What follows belongs to an exercise in optimizing a design on an open flow for a short achievable clock period and few clock cycles; a production flow would make more cautious choices.
Only simulation tests tie the RTL to the original design; equivalence was not proved.
Power and IR drop assume default switching activity.

File: flow/config.mk
export PLATFORM = sky130hd
export DESIGN_NAME = mips_cpu_harvard
export DESIGN_NICKNAME = mips_cpu_harvard
export VERILOG_FILES = /design/flow/design.v
export SDC_FILE = /design/flow/constraint.sdc
export NUM_CORES = 4
export LEC_CHECK = 0
export CAP_MARGIN = 20
export CORE_MARGIN = 2
export CORE_UTILIZATION = 25
export PLACE_DENSITY = 0.45
export SLEW_MARGIN = 20
File: flow/design.v
`default_nettype none
package mips_pkg;
        typedef logic [31:0] word_t;
        localparam logic [5:0] OP_SPECIAL = 6'h00;
        localparam logic [5:0] OP_BEQ     = 6'h04;
        localparam logic [5:0] OP_BNE     = 6'h05;
        localparam logic [5:0] OP_BLEZ    = 6'h06;
        localparam logic [5:0] OP_BGTZ    = 6'h07;
        localparam logic [5:0] OP_ADDIU   = 6'h09;
        localparam logic [5:0] OP_LW      = 6'h23;
        localparam logic [5:0] OP_SW      = 6'h2B;
        localparam logic [5:0] FN_JR   = 6'h08;
        localparam logic [5:0] FN_ADDU = 6'h21;
        localparam logic [5:0] FN_SUBU = 6'h23;
        localparam logic [5:0] FN_AND  = 6'h24;
        localparam logic [5:0] FN_OR   = 6'h25;
        localparam logic [5:0] FN_SLT  = 6'h2A;
        localparam logic [4:0] REG_V0 = 5'd2;
endpackage
`default_nettype wire
`timescale 1ns/1ps
`default_nettype none
module mips_control (
        input  mips_pkg::word_t instr,
        output logic            uses_rs,
        output logic            uses_rt,
        output logic [4:0]      dest,
        output logic            alu_wr,      
        output logic            ld,
        output logic            ld_wr,       
        output logic            st,
        output logic            use_imm,
        output logic            op_sub,
        output logic            op_and,
        output logic            op_or,
        output logic            op_slt,
        output logic            br_eq,
        output logic            br_ne,
        output logic            br_lez,
        output logic            br_gtz,
        output logic            br_jr
);
        logic [5:0] opcode;
        logic [5:0] funct;
        logic       special;
        logic       r_alu;
        logic       alu_i;
        assign opcode  = instr[31:26];
        assign funct   = instr[5:0];
        assign special = (opcode == mips_pkg::OP_SPECIAL);
        always_comb begin
                op_sub = 1'b0;
                op_and = 1'b0;
                op_or  = 1'b0;
                op_slt = 1'b0;
                r_alu  = 1'b0;
                br_jr  = 1'b0;
                case (funct)
                        mips_pkg::FN_ADDU: r_alu = special;
                        mips_pkg::FN_SUBU: begin r_alu = special; op_sub = 1'b1; end
                        mips_pkg::FN_AND:  begin r_alu = special; op_and = 1'b1; end
                        mips_pkg::FN_OR:   begin r_alu = special; op_or  = 1'b1; end
                        mips_pkg::FN_SLT:  begin r_alu = special; op_slt = 1'b1; op_sub = 1'b1; end
                        mips_pkg::FN_JR:   br_jr = special;
                        default: ;
                endcase
                if (!special) begin
                        op_sub = 1'b0;
                        op_and = 1'b0;
                        op_or  = 1'b0;
                        op_slt = 1'b0;
                end
        end
        assign alu_i   = (opcode == mips_pkg::OP_ADDIU);
        assign ld      = (opcode == mips_pkg::OP_LW);
        assign st      = (opcode == mips_pkg::OP_SW);
        assign br_eq   = (opcode == mips_pkg::OP_BEQ);
        assign br_ne   = (opcode == mips_pkg::OP_BNE);
        assign br_lez  = (opcode == mips_pkg::OP_BLEZ);
        assign br_gtz  = (opcode == mips_pkg::OP_BGTZ);
        assign use_imm = !special;
        assign dest    = special ? instr[15:11] : instr[20:16];
        assign alu_wr  = (r_alu | alu_i) & (dest != 5'd0);
        assign ld_wr   = ld & (instr[20:16] != 5'd0);
        assign uses_rs = r_alu | br_jr | alu_i | ld | st | br_eq | br_ne | br_lez | br_gtz;
        assign uses_rt = r_alu | st | br_eq | br_ne;
endmodule
`default_nettype wire
`timescale 1ns/1ps
`default_nettype none
module mips_regfile (
        input  logic            clk,
        input  logic            arst_n,
        input  logic            we,
        input  logic [4:0]      wa,
        input  mips_pkg::word_t wd,
        input  logic [4:0]      rs_addr,
        input  logic [4:0]      rt_addr,
        output mips_pkg::word_t rs_data,
        output mips_pkg::word_t rt_data,
        output mips_pkg::word_t v0
);
        mips_pkg::word_t regs [32];
        assign regs[0] = '0;
        for (genvar i = 1; i < 32; i++) begin : g_reg
                always_ff @(posedge clk or negedge arst_n) begin
                        if (!arst_n) begin
                                regs[i] <= '0;
                        end else if (we && wa == i) begin
                                regs[i] <= wd;
                        end
                end
        end
        assign rs_data = regs[rs_addr];
        assign rt_data = regs[rt_addr];
        assign v0      = regs[mips_pkg::REG_V0];
endmodule
`default_nettype wire
`timescale 1ns/1ps
`default_nettype none
module mips_alu (
        input  mips_pkg::word_t a,
        input  mips_pkg::word_t b,
        input  mips_pkg::word_t opb,
        input  logic            cin,
        input  logic            op_and,
        input  logic            op_or,
        input  logic            op_slt,
        output mips_pkg::word_t sum,
        output mips_pkg::word_t result
);
        logic lt;
        assign sum = a + opb + {31'd0, cin};
        assign lt  = (a[31] ^ b[31]) ? a[31] : sum[31];
        always_comb begin
                if (op_and)      result = a & b;
                else if (op_or)  result = a | b;
                else if (op_slt) result = {31'd0, lt};
                else             result = sum;
        end
endmodule
`default_nettype wire
`timescale 1ns/1ps
`default_nettype none
module mips_pc_unit #(
        parameter mips_pkg::word_t RESET_VECTOR = 32'hBFC0_0000
) (
        input  logic            clk,
        input  logic            arst_n,
        input  logic            clk_enable,
        input  logic            stall,
        input  logic            taken,
        input  logic            take_jr,
        input  mips_pkg::word_t jr_target,
        input  logic            jr_zero,       
        input  mips_pkg::word_t offset,
        input  logic            busy,          
        output mips_pkg::word_t pc,
        output logic            fv,
        output logic            active
);
        mips_pkg::word_t pc_plus4;
        mips_pkg::word_t br_target;
        mips_pkg::word_t next_pc;
        logic            seq_zero;
        logic            br_zero;
        logic            next_zero;
        assign pc_plus4  = pc + 32'd4;
        assign br_target = pc + {offset[29:0], 2'b00};
        assign next_pc   = !taken ? pc_plus4 : take_jr ? jr_target : br_target;
        assign seq_zero  = (pc == 32'hFFFF_FFFC);
        assign br_zero   = (br_target == '0);
        assign next_zero = !taken ? seq_zero : take_jr ? jr_zero : br_zero;
        always_ff @(posedge clk or negedge arst_n) begin
                if (!arst_n) begin
                        pc     <= RESET_VECTOR;
                        fv     <= 1'b1;
                        active <= 1'b1;
                end else if (clk_enable) begin
                        if (fv && !stall) begin
                                pc <= next_pc;
                                fv <= !next_zero;
                        end
                        if (!fv && !busy) begin
                                active <= 1'b0;
                        end
                end
        end
endmodule
`default_nettype wire
`timescale 1ns/1ps
`default_nettype none
module mips_cpu_harvard #(
        parameter mips_pkg::word_t RESET_VECTOR = 32'hBFC0_0000
) (
        input  logic            clk,
        input  logic            arst_n,
        output logic            active,
        output mips_pkg::word_t register_v0,
        input  logic            clk_enable,
        output mips_pkg::word_t instr_address,
        input  mips_pkg::word_t instr_readdata,
        output mips_pkg::word_t data_address,
        output logic            data_write,
        output logic            data_read,
        output mips_pkg::word_t data_writedata,
        input  mips_pkg::word_t data_readdata
);
        mips_pkg::word_t pc;
        logic            fv;
        logic            d_uses_rs, d_uses_rt;
        logic [4:0]      d_dest;
        logic            d_alu_wr, d_ld, d_ld_wr, d_st, d_use_imm;
        logic            d_sub, d_and, d_or, d_slt;
        logic            d_beq, d_bne, d_blez, d_bgtz, d_jr;
        logic [4:0]      rs, rt;
        mips_pkg::word_t rf_rs, rf_rt;
        mips_pkg::word_t fwd_rs, fwd_rt;
        logic            go;
        logic            e_alu_wr, e_ld, e_ld_wr, e_st;
        logic            e_and, e_or, e_slt;
        logic            e_beq, e_bne, e_blez, e_bgtz, e_jr;
        logic [4:0]      e_dest;
        mips_pkg::word_t e_a, e_b, e_imm, opb;
        logic            e_sub, e_use_imm;
        mips_pkg::word_t alu_sum, alu_res;
        logic            e_a_ld, e_b_ld, e_a_m, e_b_m, e_late, e_alu_late;
        mips_pkg::word_t x_a, x_b, opb_fwd, alu_fwd;
        logic            a_zero, eq, taken;
        logic            m_ld, m_wr, m_st, m_v0;
        mips_pkg::word_t rf_v0;
        logic [4:0]      m_dest;
        mips_pkg::word_t m_addr, m_wdata, m_res, m_val;
        assign instr_address = pc;
        assign rs = instr_readdata[25:21];
        assign rt = instr_readdata[20:16];
        mips_control u_control (
                .instr   (instr_readdata),
                .uses_rs (d_uses_rs),
                .uses_rt (d_uses_rt),
                .dest    (d_dest),
                .alu_wr  (d_alu_wr),
                .ld      (d_ld),
                .ld_wr   (d_ld_wr),
                .st      (d_st),
                .use_imm (d_use_imm),
                .op_sub  (d_sub),
                .op_and  (d_and),
                .op_or   (d_or),
                .op_slt  (d_slt),
                .br_eq   (d_beq),
                .br_ne   (d_bne),
                .br_lez  (d_blez),
                .br_gtz  (d_bgtz),
                .br_jr   (d_jr)
        );
        mips_regfile u_regfile (
                .clk     (clk),
                .arst_n  (arst_n),
                .we      (clk_enable & m_wr),
                .wa      (m_dest),
                .wd      (m_val),
                .rs_addr (rs),
                .rt_addr (rt),
                .rs_data (rf_rs),
                .rt_data (rf_rt),
                .v0      (rf_v0)
        );
        always_comb begin
                if (e_alu_wr && e_dest == rs)     fwd_rs = alu_fwd;
                else if (m_wr && m_dest == rs)    fwd_rs = m_val;
                else                              fwd_rs = rf_rs;
                if (e_alu_wr && e_dest == rt)     fwd_rt = alu_fwd;
                else if (m_wr && m_dest == rt)    fwd_rt = m_val;
                else                              fwd_rt = rf_rt;
        end
        assign e_late     = e_a_ld | e_b_ld | e_a_m | e_b_m;
        assign e_alu_late = e_alu_wr & e_late;
        assign go         = fv;
        always_ff @(posedge clk or negedge arst_n) begin
                if (!arst_n) begin
                        e_alu_wr  <= 1'b0;
                        e_ld      <= 1'b0;
                        e_ld_wr   <= 1'b0;
                        e_st      <= 1'b0;
                        e_and     <= 1'b0;
                        e_or      <= 1'b0;
                        e_slt     <= 1'b0;
                        e_beq     <= 1'b0;
                        e_bne     <= 1'b0;
                        e_blez    <= 1'b0;
                        e_bgtz    <= 1'b0;
                        e_jr      <= 1'b0;
                        e_dest    <= '0;
                        e_a       <= '0;
                        e_b       <= '0;
                        e_a_ld    <= 1'b0;
                        e_b_ld    <= 1'b0;
                        e_a_m     <= 1'b0;
                        e_b_m     <= 1'b0;
                        e_imm     <= '0;
                        e_sub     <= 1'b0;
                        e_use_imm <= 1'b0;
                end else if (clk_enable) begin
                        e_alu_wr  <= go & d_alu_wr;
                        e_ld      <= go & d_ld;
                        e_ld_wr   <= go & d_ld_wr;
                        e_st      <= go & d_st;
                        e_beq     <= go & d_beq;
                        e_bne     <= go & d_bne;
                        e_blez    <= go & d_blez;
                        e_bgtz    <= go & d_bgtz;
                        e_jr      <= go & d_jr;
                        e_and     <= d_and;
                        e_or      <= d_or;
                        e_slt     <= d_slt;
                        e_dest    <= d_dest;
                        e_a       <= fwd_rs;
                        e_b       <= fwd_rt;
                        e_a_ld    <= e_ld_wr && e_dest == rs;
                        e_b_ld    <= e_ld_wr && e_dest == rt;
                        e_a_m     <= e_alu_late && e_dest == rs;
                        e_b_m     <= e_alu_late && e_dest == rt;
                        e_imm     <= {{16{instr_readdata[15]}}, instr_readdata[15:0]};
                        e_sub     <= d_sub;
                        e_use_imm <= d_use_imm;
                end
        end
        assign x_a = e_a_ld ? data_readdata : e_a_m ? m_res : e_a;
        assign x_b = e_b_ld ? data_readdata : e_b_m ? m_res : e_b;
        assign opb = e_use_imm ? e_imm : (e_sub ? ~x_b : x_b);
        mips_alu u_alu (
                .a      (x_a),
                .b      (x_b),
                .opb    (opb),
                .cin    (e_sub),
                .op_and (e_and),
                .op_or  (e_or),
                .op_slt (e_slt),
                .sum    (alu_sum),
                .result (alu_res)
        );
        assign opb_fwd = e_use_imm ? e_imm : (e_sub ? ~e_b : e_b);
        mips_alu u_alu_fwd (
                .a      (e_a),
                .b      (e_b),
                .opb    (opb_fwd),
                .cin    (e_sub),
                .op_and (e_and),
                .op_or  (e_or),
                .op_slt (e_slt),
                .sum    (),
                .result (alu_fwd)
        );
        assign a_zero = (x_a == '0);
        assign eq     = (x_a == x_b);
        assign taken  = (e_beq & eq) | (e_bne & ~eq) | (e_blez & (x_a[31] | a_zero)) |
                        (e_bgtz & ~x_a[31] & ~a_zero) | e_jr;
        mips_pc_unit #(
                .RESET_VECTOR (RESET_VECTOR)
        ) u_pc_unit (
                .clk        (clk),
                .arst_n     (arst_n),
                .clk_enable (clk_enable),
                .stall      (1'b0),
                .taken      (taken),
                .take_jr    (e_jr),
                .jr_target  (x_a),
                .jr_zero    (a_zero),
                .offset     (e_imm),
                .busy       (e_ld | e_st),
                .pc         (pc),
                .fv         (fv),
                .active     (active)
        );
        always_ff @(posedge clk or negedge arst_n) begin
                if (!arst_n) begin
                        m_ld    <= 1'b0;
                        m_wr    <= 1'b0;
                        m_v0    <= 1'b0;
                        m_res   <= '0;
                        m_st    <= 1'b0;
                        m_dest  <= '0;
                        m_addr  <= '0;
                        m_wdata <= '0;
                end else if (clk_enable) begin
                        m_ld    <= e_ld;
                        m_wr    <= e_ld_wr | e_alu_wr;
                        m_v0    <= e_alu_wr && e_dest == mips_pkg::REG_V0;
                        m_res   <= alu_res;
                        m_st    <= e_st;
                        m_dest  <= e_dest;
                        m_addr  <= alu_sum;
                        m_wdata <= x_b;
                end
        end
        assign m_val = m_ld ? data_readdata : m_res;
        assign register_v0 = m_v0 ? m_res : rf_v0;
        assign data_address   = m_addr;
        assign data_writedata = m_wdata;
        assign data_read      = m_ld;
        assign data_write     = m_st & clk_enable;
endmodule
`default_nettype wire
File: flow/constraint.sdc
create_clock -name core_clock -period 11.0 [get_ports {clk}]
set_input_delay 2.2000 -clock core_clock [delete_from_list [all_inputs] [get_ports {clk}]]
set_output_delay 2.2000 -clock core_clock [all_outputs]
set_load 0.01 [all_outputs]
File: flow/flow/run.sh
#!/bin/bash
set -euo pipefail
MARGIN=$(cat flow/margin.txt)
bash standard.sh SETUP_SLACK_MARGIN=$MARGIN ADDER_MAP_FILE= finish > make_finish.log 2>&1
test -s out/final.def
File: flow/standard.sh
#!/bin/bash
# synth_recipe.tcl (not shown) runs the flow's synth.tcl, then flattens the netlist and writes it again
# the make line also repeats each setting of config.mk as NAME=value (left out here)
make -C /OpenROAD-flow-scripts/flow DESIGN_CONFIG=/design/flow/config.mk WORK_HOME=/design/flow/orfs CLKGATE_MAP_FILE= SYNTH_SCRIPT=/design/flow/synth_recipe.tcl "${@:-finish}"
File: flow/flow/margin.txt
6.7
==> results of run 1 <==
layout make-up:
class / instances / area (sq um)
fillers: 27920 / 184300
clock buffers: 206 / 4223
diodes: 16 / 40.04
multi-input cells: 5647 / 37950
well taps: 3570 / 4467
clock inverters: 63 / 819.5
repair buffers: 764 / 7564
flip-flops and latches: 1234 / 30950
inverters: 65 / 254.0
sequential cells by signal, summed over array words and instances (netlist names), 5 cells and up:
name / flops
m_addr: 32
e_b: 32
e_a: 32
m_dest: 5
m_res: 32
e_dest: 5
e_imm: 16
u_pc_unit.pc: 32
m_wdata: 32
u_regfile.regs: 992
worst max path at each step:
| stage | startpoint | end | cells past startpoint |
|---|---|---|---|
| finish | data_readdata[12] | m_addr[29]$_DFFE_PN0P_ | 15 |
| global route | data_readdata[11] | m_res[29]$_DFFE_PN0P_ | 16 |
| CTS | clk_enable | data_write | 3 |
| detailed placement | data_readdata[15] | u_pc_unit.pc[24]$_DFFE_PN1P_ | 12 |
| global placement | data_readdata[15] | u_pc_unit.pc[24]$_DFFE_PN1P_ | 12 |
| floorplan | data_readdata[1] | m_addr[29]$_DFFE_PN0P_ | 13 |
cell usage in the layout, fill, tap and decap left out, drive strengths merged, types with 16 or more instances in the layout:
master	Yosys	final
dfrtp	1223	1223
nor2	1024	1029
a21oi	944	944
buf	73	590
o21ai	557	557
nand2	543	543
a22oi	406	406
a22o	259	259
a221oi	259	259
clkbuf	650	233
nand3	162	165
xnor2	163	163
mux2i	132	132
nand4	131	131
mux2	126	126
clkdlybuf4s50	0	113
xor2	113	113
nor3	108	108
inv	61	71
a222oi	65	65
maj3	56	56
o211ai	55	55
o22ai	55	55
nand2b	45	45
a31oi	42	42
o21a	42	42
clkinv	4	38
o221ai	35	35
nor4	33	33
nor2b	20	20
a211oi	20	20
diode	0	16
and2	16	16
cell families after synthesis:
family,count (synthesis),share of synthesized area [%]
compound gates,2879,27.67
simple gates,2169,13.86
flops,1234,45.45
buf+inv,788,4.514
xor+xnor,277,3.601
mux,258,4.061
fa+ha+maj,56,0.8394
layer usage:
metal	up-vias	part of all wire, %	track usage, %	wire [um]
li1	28750	-	-	-
met1	35350	39	36.82	160200
met2	5784	42	41.75	173000
met3	1655	13	9.748	52720
met4	39	7.1	16.56	29750
met5	-	0.12	0.5541	511
power groups by stage:
stage	clock, mW	combinational (mW)	sequential, mW
3_5_place_dp	0	5.24	7.81
6_report	5.22	6.25	7.88
5_1_grt	5.44	6.65	7.96
3_3_place_gp	0	5.17	7.82
2_1_floorplan	0	3.36	6.96
4_1_cts	5.27	5.81	7.74
timing repair:
| action | 4_1_cts | 5_1_grt |
|---|---|---|
| pin swaps | 148 | 153 |
| cloned | 11 | 15 |
| hold buffers | 0 | 0 |
| setup endpoints to repair | 453 | 279 |
| setup buffers | 194 | 110 |
| gates resized for setup | 632 | 416 |
worst reg2reg max path, stage by stage, from the launching register on:
cell and delay, ns:
dfrtp_2 0.48, buf_12 0.23, inv_4 0.51, mux2i_4 0.38
xnor2_2 0.10, o21a_1 0.22, maj3_2 0.36, a211oi_4 0.27
o21ai_4 0.13, a211o_4 0.39, a21o_1 0.23, buf_6 0.13
maj3_2 0.31, maj3_2 0.35, xor2_4 0.18, mux2_4 0.27
==> impl_results.md, run 1 <==
- Status: finished clean
- DRT Wirelength: 416200 um
- Yosys top cell by area: dfrtp_1
- Largest net degree at the start of global routing: 153
- CP max-delay cell: a211o_4
- Top cell type's share of synthesized area: 45.03%
- Final nets: 7926
- Synth-to-Final Area Change: 26.92%
- Skew-Pair Late Insertion Delay: 0.87 ns
- Port Buf Inserts: 197
- PnR worst setup slack: 6.248 ns
- Slew @ Worst Pin: 1.203 ns
- RD Place Congestion: 0.9534
- DRC violations left: 0
- Synth cell types: 97
- Worst setup SP type: primary input
- Reg2Reg Depth: 15
- Vias in the first global route: 66160
- Post-synthesis register bit count: 1234
- Async S/R FF share, synth: 100.0%
- Combinational Power Share: 32.3%
- Wire per inst: 35.99 um
- Crit path buf inv count: 2
- Reg-to-reg startpoint: e_b_ld$_DFFE_PN0P_
- CORE AREA: 270500 sq um
- Via count: 71580
- Pleak: 35.06 nW
- Sequential fraction of the synthesis area: 45.45%
- P_int: 11.45 mW
- Placed cell count: 10950
- Setup tns final: 0 ns
- Period utilisation layout: 43.20%
- Share of cells above drive strength 1: 20.07%
- Max_slew headroom: 19.69%
- Reg2reg end: m_addr[29]$_DFFE_PN0P_
- CTS tree: done
- CTS Buffer Depth: 3
- Yosys Warn Count: 6
- Num CTS Buffers: 147
- Cell Area, Synth: 67970 sq um
- Crit path time final: 4.752 ns
- Post-Syn Instances: 7661
- Initial antenna violation count: 35
- Skew final: 0.04494 ns
- Number of enable flip-flop cells after synthesis: 0
- WP data arrival: 5.48 ns
- Crit-path cells: buf_4 -> nand2_2 -> o21a_1 -> o211a_1 -> xnor2_2 -> and4_4 -> a211oi_4 -> o21ai_4 -> a211o_4 -> a21o_1 -> buf_6 -> maj3_2 -> maj3_2 -> xor2_4 -> mux2_4
- Peak supply drop: 0.1332 mV
- Synth Flop Type: dfrtp_1
- CP Data Required Time: 11.72 ns
- Hold Path Class: reg2reg
- Die Y-Extent: 525.4 um
- Slew Limit Fails: 0
- Critical path class: in2reg
- R2R Setup Slk: 6.35 ns
- Power, Total: 19.35 mW
- Worst-path clk slew: 0.06 ns
- DR iter-0 viols: 12290
- Die X-Extent: 525.4 um
- Post-route ant nets: 0
- First-pass GRT wire length: 562700 um
- Grt ovf: 0
- Switching part of the total: 40.85%
- Syn avg cell area: 8.872 sq um
- Drt pass-1 iters: 14
- CP peak stage delay: 0.39 ns
- Area after DPL: 74850 sq um
- Die Area: 276100 sq um
- Dpl hpwl: 250200 um
- Worst Hold Path EP: u_pc_unit.active$_DFFE_PN1P_
- Layout Utilization: 31.89%
- Gr usage total: 28.72%
- Count of final setup violators: 0
- Final Hold Viols: 0
- Syn nets: 7728
- Max H-tree Level: 4
- Initial core utilization: 25.12%
- Fin cells: 11570
- Fmax: 210.4 MHz
- Critical path endpoint category: flop
- Commonest cells post-synth: 1223 x dfrtp_1, 1024 x nor2_1, 942 x a21oi_1
- Clock Sinks: 1234
- Hold Worst Slack: 0.4768 ns
- Area contributors post-synth: dfrtp_1 45%, a21oi_1 6.9%, nor2_1 5.7%
- Total of max-cap violations: 0
- Crit Path Max Fanout: 3
- Root Buffer: clkbuf_16
- Post-route design area: 86260 sq um
- P_sw: 7.905 mW
- Most frequent cell after synthesis: dfrtp_1
- RSZ-0062 raised after global routing: true
- Most Frequent Cell on Critical Path: maj3_2
- Worst slack at placement: 4.068 ns
- Drt via density: 6.189
- Sequential power share: 40.7%
- Rows: 191
- Ports: 198
- Hold path startpoint: u_pc_unit.active$_DFFE_PN1P_
- Clock power frac: 27.0%
- Power Density: 224.3 nW/um^2
- Crit-path leading delay family: compound AO/OA/AOI/OAI gates
- Worst Hold Depth: 1
Testbench counts, summed over its fixed seeds: cycles 21,388.
==> run 2: changes to the inputs <==
--- a/flow/design.v
+++ b/flow/design.v
@@ -149,11 +149,9 @@
         input  logic            arst_n,
         input  logic            clk_enable,
-        input  logic            stall,
         input  logic            taken,
         input  logic            take_jr,
         input  mips_pkg::word_t jr_target,
-        input  logic            jr_zero,       
         input  mips_pkg::word_t offset,
-        input  logic            busy,          
+        input  logic            e_busy,
         output mips_pkg::word_t pc,
         output logic            fv,
@@ -163,13 +161,7 @@
         mips_pkg::word_t br_target;
         mips_pkg::word_t next_pc;
-        logic            seq_zero;
-        logic            br_zero;
-        logic            next_zero;
         assign pc_plus4  = pc + 32'd4;
         assign br_target = pc + {offset[29:0], 2'b00};
         assign next_pc   = !taken ? pc_plus4 : take_jr ? jr_target : br_target;
-        assign seq_zero  = (pc == 32'hFFFF_FFFC);
-        assign br_zero   = (br_target == '0);
-        assign next_zero = !taken ? seq_zero : take_jr ? jr_zero : br_zero;
         always_ff @(posedge clk or negedge arst_n) begin
                 if (!arst_n) begin
@@ -178,9 +170,9 @@
                         active <= 1'b1;
                 end else if (clk_enable) begin
-                        if (fv && !stall) begin
+                        if (fv) begin
                                 pc <= next_pc;
-                                fv <= !next_zero;
+                                fv <= (next_pc != '0);
                         end
-                        if (!fv && !busy) begin
+                        if (!fv && !e_busy) begin
                                 active <= 1'b0;
                         end
@@ -217,14 +209,14 @@
         mips_pkg::word_t rf_rs, rf_rt;
         mips_pkg::word_t fwd_rs, fwd_rt;
-        logic            go;
+        logic            ld_rs, ld_rt;
         logic            e_alu_wr, e_ld, e_ld_wr, e_st;
         logic            e_and, e_or, e_slt;
         logic            e_beq, e_bne, e_blez, e_bgtz, e_jr;
         logic [4:0]      e_dest;
-        mips_pkg::word_t e_a, e_b, e_imm, opb;
-        logic            e_sub, e_use_imm;
+        mips_pkg::word_t e_a, e_b, e_opb, e_imm;
+        logic            e_cin;
+        logic            e_a_ld, e_b_ld, e_opb_ld;
+        mips_pkg::word_t x_a, x_b, x_opb;
         mips_pkg::word_t alu_sum, alu_res;
-        logic            e_a_ld, e_b_ld, e_a_m, e_b_m, e_late, e_alu_late;
-        mips_pkg::word_t x_a, x_b, opb_fwd, alu_fwd;
         logic            a_zero, eq, taken;
         logic            m_ld, m_wr, m_st, m_v0;
@@ -268,14 +260,13 @@
         );
         always_comb begin
-                if (e_alu_wr && e_dest == rs)     fwd_rs = alu_fwd;
+                if (e_alu_wr && e_dest == rs)     fwd_rs = alu_res;
                 else if (m_wr && m_dest == rs)    fwd_rs = m_val;
                 else                              fwd_rs = rf_rs;
-                if (e_alu_wr && e_dest == rt)     fwd_rt = alu_fwd;
+                if (e_alu_wr && e_dest == rt)     fwd_rt = alu_res;
                 else if (m_wr && m_dest == rt)    fwd_rt = m_val;
                 else                              fwd_rt = rf_rt;
         end
-        assign e_late     = e_a_ld | e_b_ld | e_a_m | e_b_m;
-        assign e_alu_late = e_alu_wr & e_late;
-        assign go         = fv;
+        assign ld_rs = e_ld_wr && e_dest == rs;
+        assign ld_rt = e_ld_wr && e_dest == rt;
         always_ff @(posedge clk or negedge arst_n) begin
                 if (!arst_n) begin
@@ -295,21 +286,20 @@
                         e_a       <= '0;
                         e_b       <= '0;
+                        e_imm     <= '0;
+                        e_opb     <= '0;
+                        e_cin     <= 1'b0;
                         e_a_ld    <= 1'b0;
                         e_b_ld    <= 1'b0;
-                        e_a_m     <= 1'b0;
-                        e_b_m     <= 1'b0;
-                        e_imm     <= '0;
-                        e_sub     <= 1'b0;
-                        e_use_imm <= 1'b0;
+                        e_opb_ld  <= 1'b0;
                 end else if (clk_enable) begin
-                        e_alu_wr  <= go & d_alu_wr;
-                        e_ld      <= go & d_ld;
-                        e_ld_wr   <= go & d_ld_wr;
-                        e_st      <= go & d_st;
-                        e_beq     <= go & d_beq;
-                        e_bne     <= go & d_bne;
-                        e_blez    <= go & d_blez;
-                        e_bgtz    <= go & d_bgtz;
-                        e_jr      <= go & d_jr;
+                        e_alu_wr  <= fv & d_alu_wr;
+                        e_ld      <= fv & d_ld;
+                        e_ld_wr   <= fv & d_ld_wr;
+                        e_st      <= fv & d_st;
+                        e_beq     <= fv & d_beq;
+                        e_bne     <= fv & d_bne;
+                        e_blez    <= fv & d_blez;
+                        e_bgtz    <= fv & d_bgtz;
+                        e_jr      <= fv & d_jr;
                         e_and     <= d_and;
                         e_or      <= d_or;
@@ -318,21 +308,21 @@
                         e_a       <= fwd_rs;
                         e_b       <= fwd_rt;
-                        e_a_ld    <= e_ld_wr && e_dest == rs;
-                        e_b_ld    <= e_ld_wr && e_dest == rt;
-                        e_a_m     <= e_alu_late && e_dest == rs;
-                        e_b_m     <= e_alu_late && e_dest == rt;
                         e_imm     <= {{16{instr_readdata[15]}}, instr_readdata[15:0]};
-                        e_sub     <= d_sub;
-                        e_use_imm <= d_use_imm;
+                        e_opb     <= d_use_imm ? {{16{instr_readdata[15]}}, instr_readdata[15:0]}
+                                               : (d_sub ? ~fwd_rt : fwd_rt);
+                        e_cin     <= d_sub;
+                        e_a_ld    <= ld_rs;
+                        e_b_ld    <= ld_rt;
+                        e_opb_ld  <= ld_rt & ~d_use_imm;
                 end
         end
-        assign x_a = e_a_ld ? data_readdata : e_a_m ? m_res : e_a;
-        assign x_b = e_b_ld ? data_readdata : e_b_m ? m_res : e_b;
-        assign opb = e_use_imm ? e_imm : (e_sub ? ~x_b : x_b);
+        assign x_a   = e_a_ld ? data_readdata : e_a;
+        assign x_b   = e_b_ld ? data_readdata : e_b;
+        assign x_opb = e_opb_ld ? (data_readdata ^ {32{e_cin}}) : e_opb;
         mips_alu u_alu (
                 .a      (x_a),
                 .b      (x_b),
-                .opb    (opb),
-                .cin    (e_sub),
+                .opb    (x_opb),
+                .cin    (e_cin),
                 .op_and (e_and),
                 .op_or  (e_or),
@@ -341,16 +331,4 @@
                 .result (alu_res)
         );
-        assign opb_fwd = e_use_imm ? e_imm : (e_sub ? ~e_b : e_b);
-        mips_alu u_alu_fwd (
-                .a      (e_a),
-                .b      (e_b),
-                .opb    (opb_fwd),
-                .cin    (e_sub),
-                .op_and (e_and),
-                .op_or  (e_or),
-                .op_slt (e_slt),
-                .sum    (),
-                .result (alu_fwd)
-        );
         assign a_zero = (x_a == '0);
         assign eq     = (x_a == x_b);
@@ -363,11 +341,9 @@
                 .arst_n     (arst_n),
                 .clk_enable (clk_enable),
-                .stall      (1'b0),
                 .taken      (taken),
                 .take_jr    (e_jr),
                 .jr_target  (x_a),
-                .jr_zero    (a_zero),
                 .offset     (e_imm),
-                .busy       (e_ld | e_st),
+                .e_busy     (e_ld | e_st),
                 .pc         (pc),
                 .fv         (fv),
==> flow/flow/run.sh (replaced) <==
#!/bin/bash
set -euo pipefail
MARGIN=$(cat flow/margin.txt)
bash standard.sh SETUP_SLACK_MARGIN=$MARGIN finish > make_finish.log 2>&1
test -s out/final.def
==> flow/flow/margin.txt (replaced) <==
6.3
==> run 2 against run 1 <==
Compared with the run above: worst hold slack improved by 0.0023 ns; cell count fell by 1.7%; maximum frequency is 5.6% lower; power rose by 4.0%; critical path type unchanged; largest cell class unchanged; highest routed layer unchanged; die area down 0.92%; cell area down 3.6%; core utilization shrank 0.86 points; via count down 5.6%; synthesized cell count fell by 0.87%; worst setup slack lost 0.28 ns.
==> impl_results.md, run 2 <==
- Initial core utilization: 25.13%
- DR iter-0 viols: 10810
- Period utilisation layout: 45.78%
- Dpl hpwl: 246500 um
- CP Data Required Time: 11.72 ns
- Synth-to-Final Area Change: 23.46%
- Yosys top cell by area: dfrtp_1
- Grt ovf: 0
- Share of cells above drive strength 1: 16.77%
- Port Buf Inserts: 197
- CORE AREA: 267900 sq um
- RSZ-0062 raised after global routing: true
- CTS tree: done
- Vias in the first global route: 63150
- Setup tns final: 0 ns
- Clock Sinks: 1264
- Synth Flop Type: dfrtp_1
- Synth cell types: 89
- Post-Syn Instances: 7594
- Count of final setup violators: 0
- Crit-path cells: buf_2 -> mux2_4 -> inv_2 -> ha_1 -> nor4_4 -> nand4_1 -> buf_4 -> or4_4 -> a21oi_4 -> mux2i_4 -> nor3_1 -> o2111ai_1 -> nor4_2 -> a41oi_1
- Hold Buf Count CTS: 0
- Drt pass-1 iters: 11
- CP peak stage delay: 0.52 ns
- Max H-tree Level: 4
- Async S/R FF share, synth: 100.0%
- Skew final: 0.04785 ns
- Sequential fraction of the synthesis area: 46.99%
- Syn nets: 7788
- Critical path endpoint category: flop
- Slew Limit Fails: 0
- Fmax: 198.6 MHz
- RD Place Congestion: 0.9562
- DRC violations left: 0
- Max reg flops: 992
- Commonest cells post-synth: 1253 x dfrtp_1, 1049 x nor2_1, 980 x a21oi_1
- Commonest non-fill, non-tap cell in the layout: dfrtp_1
- Die Area: 273500 sq um
- Most flop-heavy register: u_regfile.regs
- Status: finished clean
- Most frequent cell after synthesis: dfrtp_1
- Power, Total: 20.12 mW
- Crit Path Max Fanout: 11
- Worst setup SP type: primary input
- Cell Area, Synth: 67340 sq um
- Drt via density: 5.948
- Critical path class: in2reg
- Most frequent cells in the layout: 1246 x dfrtp_1, 987 x nor2_1, 941 x a21oi_1
- Skew-Pair Late Insertion Delay: 0.86 ns
- Die X-Extent: 523.0 um
- Via count: 67590
- Area contributors post-synth: dfrtp_1 47%, a22oi_1 8.6%, a21oi_1 7.3%
- Syn avg cell area: 8.867 sq um
- Top cell type's share of synthesized area: 46.56%
- Max_slew headroom: 22.58%
- Layout filler cell count: 27850
- Gr usage total: 28.12%
- Pleak: 35.99 nW
- Final Hold Viols: 0
- Root Buffer: clkbuf_16
- Largest net degree at the start of global routing: 166
- Ports: 198
- Peak supply drop: 0.1698 mV
- Layout Utilization: 31.03%
- CP max-delay cell: or4_4
- Hold Path Class: reg2reg
- Crit path time final: 5.036 ns
- Wire per inst: 34.87 um
- Worst-path clk slew: 0.06 ns
- Rows: 190
- Yosys Warn Count: 6
- CTS Buffer Depth: 3
- Total of max-cap violations: 0
- Fin cells: 11360
- Number of enable flip-flop cells after synthesis: 0
- Placed cell count: 10900
- DRT Wirelength: 396300 um
- First-pass GRT wire length: 539500 um
- Die Y-Extent: 523.0 um
- WP data arrival: 5.76 ns
- Final nets: 7874
- Power Density: 242.0 nW/um^2
- Num CTS Buffers: 148
- Post-synthesis register bit count: 1264
- Initial antenna violation count: 20
- Post-route ant nets: 0
- Slew @ Worst Pin: 1.151 ns
## run 2: kinds of logic after synthesis
family          Yosys count  synth area share [%]
buf+inv                 794                 4.513
mux                     263                 4.227
fa+ha+maj               127                 2.393
xor+xnor                129                 1.678
simple gates           2376                 15.41
flops                  1264                 46.99
compound gates         2641                 24.79
## run 2: layout make-up
type	count	area [sq um]	area share (%)
Clock inverter	55	764.5	0.9196
Tap cell	3552	4444	5.346
Inverter	129	485.5	0.5839
Multi-Input combinational cell	5543	35780	43.04
Sequential cell	1264	31660	38.08
Clock buffer	210	4312	5.186
Timing Repair Buffer	594	5647	6.792
Antenna cell	17	42.54	0.05117
## run 2: timing repair
item	4_1_cts	5_1_grt
pin swaps	79	59
cloned	11	1
setup buffers	121	50
endpoints found under the setup margin	209	113
gates resized for setup	549	194
## run 2: path summary, 6_finish.rpt
path,from,end,slack [ns],cells after the start
worst min-delay path,m_addr[26]$_DFFE_PN0P_,m_addr[26]$_DFFE_PN0P_,0.48,1
max in group asynchronous,arst_n,u_regfile.regs[7][18]$_DFFE_PN0P_,7.33,3
min in group asynchronous,arst_n,e_imm[1]$_DFFE_PN0P_,1.30,1
worst max-delay path,data_readdata[27],u_pc_unit.fv$_DFFE_PN1P_,5.96,14
worst max register to register,e_b_ld$_DFFE_PN0P_,u_pc_unit.fv$_DFFE_PN1P_,6.05,13
worst min register to register,m_addr[26]$_DFFE_PN0P_,m_addr[26]$_DFFE_PN0P_,0.48,1
## run 2: worst max-delay path: cells and delay by family
kind                     cells  cell delay (ns)
AND/OR/NAND/NOR              5             1.66
AO/OA/AOI/OAI                3             0.66
multiplexers                 2             0.49
buffers and inverters        3             0.47
adder cells (fa/ha/maj)      1             0.27
## run 2: power breakdown
group	switching, mW	internal (mW)
combinational	4.10	2.67
sequential	1.88	6.21
clock	2.24	3.03
## run 2: stage by stage
step / instance area [sq um] / hold WS (ns) / setup slack (ns)
after global placement: 74090 / 0.4649 / 3.462
after global routing: 83100 / 0.5090 / 5.940
final: 83140 / 0.4791 / 5.964
after CTS: 81860 / 0.4810 / 6.083
after detailed placement: 74140 / 0.4689 / 3.469
after floorplan: 67690 / 0.4489 / 5.880
## run 2: routing by layer
layer | routed length, um | GRT usage [%] | up-vias
met5 | 80 | 0 | -
met4 | 28170 | 16.28 | 10
met3 | 43690 | 7.828 | 1411
met2 | 171800 | 42.83 | 4999
met1 | 152500 | 35.58 | 33430
li1 | - | - | 27740
Testbench counts of run 2, summed over its fixed seeds: cycles 21,388.
==> run 3: changes to the inputs <==
==> flow/flow/margin.txt (replaced) <==
6.7
==> run 3 against run 2 <==
Compared with the run above: critical endpoint unchanged; register-to-register slack better by 0.14 ns; routed wire length up 4.8%; critical path depth up 1; die area unchanged; sequential cell count unchanged; cell area up 6.8%; maximum frequency up 3.0%; sequential share of layout area down 2.4 points; critical path type unchanged; first-iteration DRC count up 9.1%; core utilization up 2.1 points; sequential power about the same; largest cell class unchanged; worst setup slack better by 0.15 ns.
==> impl_results.md, run 3 <==
- Status: finished clean
- Pleak: 38.22 nW
- PnR worst setup slack: 6.110 ns
- Most Frequent Cell on Critical Path: nor4_2
- Hold Path Class: reg2reg
- Synth-to-Final Area Change: 31.80%
- Power, Total: 21.03 mW
- Critical path endpoint category: flop
- WP data arrival: 5.62 ns
- CTS Buffer Depth: 3
- Top cell type's share of synthesized area: 46.56%
- Number of enable flip-flop cells after synthesis: 0
- Grt ovf: 0
- Hold Worst Slack: 0.4782 ns
- Drt via density: 5.976
- Final nets: 8111
- Ports: 198
- Async S/R FF share, synth: 100.0%
- Synth Flop Type: dfrtp_1
- First-pass GRT wire length: 559700 um
- Gr usage total: 29.32%
- Post-route ant nets: 0
- Worst slack at placement: 3.561 ns
- Setup tns final: 0 ns
- Max_slew headroom: 28.75%
- Drt pass-1 iters: 19
- Most frequent cell after synthesis: dfrtp_1
- Dpl hpwl: 248500 um
- Via count: 69410
- Num CTS Buffers: 150
- DRC violations left: 0
- Yosys top cell by area: dfrtp_1
- Crit path time final: 4.890 ns
- Commonest non-fill, non-tap cell in the layout: dfrtp_1
- Initial core utilization: 25.13%
- Share of cells above drive strength 1: 22.48%
- Largest net degree at the start of global routing: 150
- Crit Path Max Fanout: 24
- Synth cell types: 89
- Post-Syn Instances: 7594
- CP Data Required Time: 11.73 ns
- Rows: 190
- CP peak stage delay: 0.32 ns
- Post-synthesis register bit count: 1264
- Most frequent cells in the layout: 1245 x dfrtp_1, 979 x nor2_1, 922 x a21oi_1
- R2R Setup Slk: 6.19 ns
- Cell Area, Synth: 67340 sq um
- DRT Wirelength: 415500 um
- Skew final: 0.05135 ns
- Die X-Extent: 523.0 um
- Critical path class: in2reg
- Crit path buf inv count: 3
- Worst-path clk slew: 0.06 ns
- Yosys Warn Count: 6
- Syn nets: 7788
- Sequential fraction of the synthesis area: 46.99%
- Syn avg cell area: 8.867 sq um
- Commonest cells post-synth: 1253 x dfrtp_1, 1049 x nor2_1, 980 x a21oi_1
- Area contributors post-synth: dfrtp_1 47%, a22oi_1 8.6%, a21oi_1 7.3%
- CP max-delay cell: nor4_2
- CTS tree: done
- CORE AREA: 267900 sq um
- Die Area: 273500 sq um
- Slew @ Worst Pin: 1.069 ns
- Slew Limit Fails: 0
- Crit-path leading delay family: simple AND/OR/NAND/NOR gates
- Vias in the first global route: 64970
- Worst setup SP type: primary input
- DR iter-0 viols: 11800
- Max reg flops: 992
- Die Y-Extent: 523.0 um
- Initial antenna violation count: 32
- Period utilisation layout: 44.45%
- Skew-Pair Late Insertion Delay: 0.86 ns
- RD Place Congestion: 0.9564
- Final Hold Viols: 0
- Root Buffer: clkbuf_16
- Port Buf Inserts: 197
- Power Density: 237.0 nW/um^2
- Layout filler cell count: 27220
- Crit-path cells: buf_6 -> mux2i_2 -> ha_4 -> nor4_4 -> nand4_1 -> buf_4 -> o21ai_4 -> a21oi_4 -> mux2i_4 -> buf_12 -> o21ai_0 -> nor4_2 -> o2111ai_2 -> nor4_2 -> a41oi_1
- Wire per inst: 35.77 um
- Fmax: 204.5 MHz
- RSZ-0062 raised after global routing: true
- Most flop-heavy register: u_regfile.regs
- Max H-tree Level: 4
- Total of max-cap violations: 0
- Peak supply drop: 0.1291 mV
- Clock Sinks: 1264
- Count of final setup violators: 0
==> run 3: cell type report <==
cell class                      instances  area, sq um  share of cell area [%]
Multi-Input combinational cell       5544        38190                   43.03
Sequential cell                      1264        31660                   35.67
Timing Repair Buffer                  828         8811                   9.928
Tap cell                             3552         4444                   5.007
Clock buffer                          224         4385                   4.941
Clock inverter                         51        690.7                  0.7782
Inverter                              129        509.2                  0.5738
Antenna cell                           23        57.56                 0.06485
==> run 3: path summary, 6_finish.rpt <==
path                                   startpoint  depth (start not counted)                            endpoint
min reg2reg                m_addr[26]$_DFFE_PN0P_                          1              m_addr[26]$_DFFE_PN0P_
min in group asynchronous                  arst_n                          1         u_pc_unit.pc[3]$_DFFE_PN0P_
max in group asynchronous                  arst_n                          3  u_regfile.regs[27][21]$_DFFE_PN0P_
max reg2reg                    e_b_ld$_DFFE_PN0P_                         15            u_pc_unit.fv$_DFFE_PN1P_
min                        m_addr[26]$_DFFE_PN0P_                          1              m_addr[26]$_DFFE_PN0P_
max                             data_readdata[23]                         15            u_pc_unit.fv$_DFFE_PN1P_
==> run 3: kinds of logic after synthesis <==
logic type	after synthesis	synth area share, %
AOI/OAI and AO/OA	2641	24.79
DFF	1264	46.99
and+or+nand+nor	2376	15.41
muxes	263	4.227
adders and majority gates	127	2.393
buffers and inverters	794	4.513
xor gates and xnor gates	129	1.678
==> run 3: stage by stage <==
| stage | area (sq um) | utilization [%] | std cells |
|---|---|---|---|
| 3_3_place_gp | 74320 | 27.74 | 10900 |
| 4_1_cts | 86090 | 32.13 | 11490 |
| 6_report | 88750 | 33.13 | 11620 |
| 3_5_place_dp | 74370 | 27.76 | 10900 |
| 5_1_grt | 88730 | 33.12 | 11610 |
| 2_1_floorplan | 67970 | - | 7594 |
==> run 3: layer usage <==
metal  wire length (um)  vias to the layer above  global-route usage, %
met1             158500                    34510                  37.12
met3              46570                     1469                  8.254
met5                439                        -                0.03465
met4              34050                       24                  19.02
li1                   -                    28260                      -
met2             175900                     5145                  43.64
==> run 3: repair_timing <==
action | 4_1_cts | 5_1_grt
setup endpoints to repair | 459 | 232
cloned | 19 | 6
hold buffers | 0 | 0
buffers inserted | 290 | 93
pin swaps | 217 | 163
gates resized for setup | 1173 | 337
==> run 3: power breakdown <==
group	internal [mW]	switching [mW]	leakage, nW	total, mW
sequential	6.21	1.89	16.4	8.09
clock	3.04	2.25	2.50	5.28
combinational	3.25	4.41	19.4	7.66
total	12.5	8.54	38.2	21.0

==> static timing again, ports no longer ideal <==
In the flow no input, the clock included, has a driving cell. The finished layouts below were timed again as built, in two steps.
Step 1: set_driving_cell puts a clkbuf_16 on clk and a buf_2 on each other input, an assumption about the parent block.
Step 2 adds t to the input delays and takes it off the output delays; t is the mean of the earliest and latest rising clock arrival at the registers after step 1. Input paths then give back, and output paths get back, about the clock's delay inside the block.
Three values: ideal ports, drivers, drivers and shift; two values: the first two.
run | t, ns | setup WS [ns] | worst data-port slew with drivers (ns)
run 1 | 0.946 | 6.248 / 6.015 / 5.281 | 0.30
run 2 | 0.930 | 5.964 / 5.914 / 5.076 | 0.23
run 3 | 0.931 | 6.110 / 5.967 / 5.156 | 0.53
After both steps setup and hold are still met in every run listed. The setup slack of run 1, which loses most, moves by -0.233 ns with the drivers and by -0.967 ns with both steps.
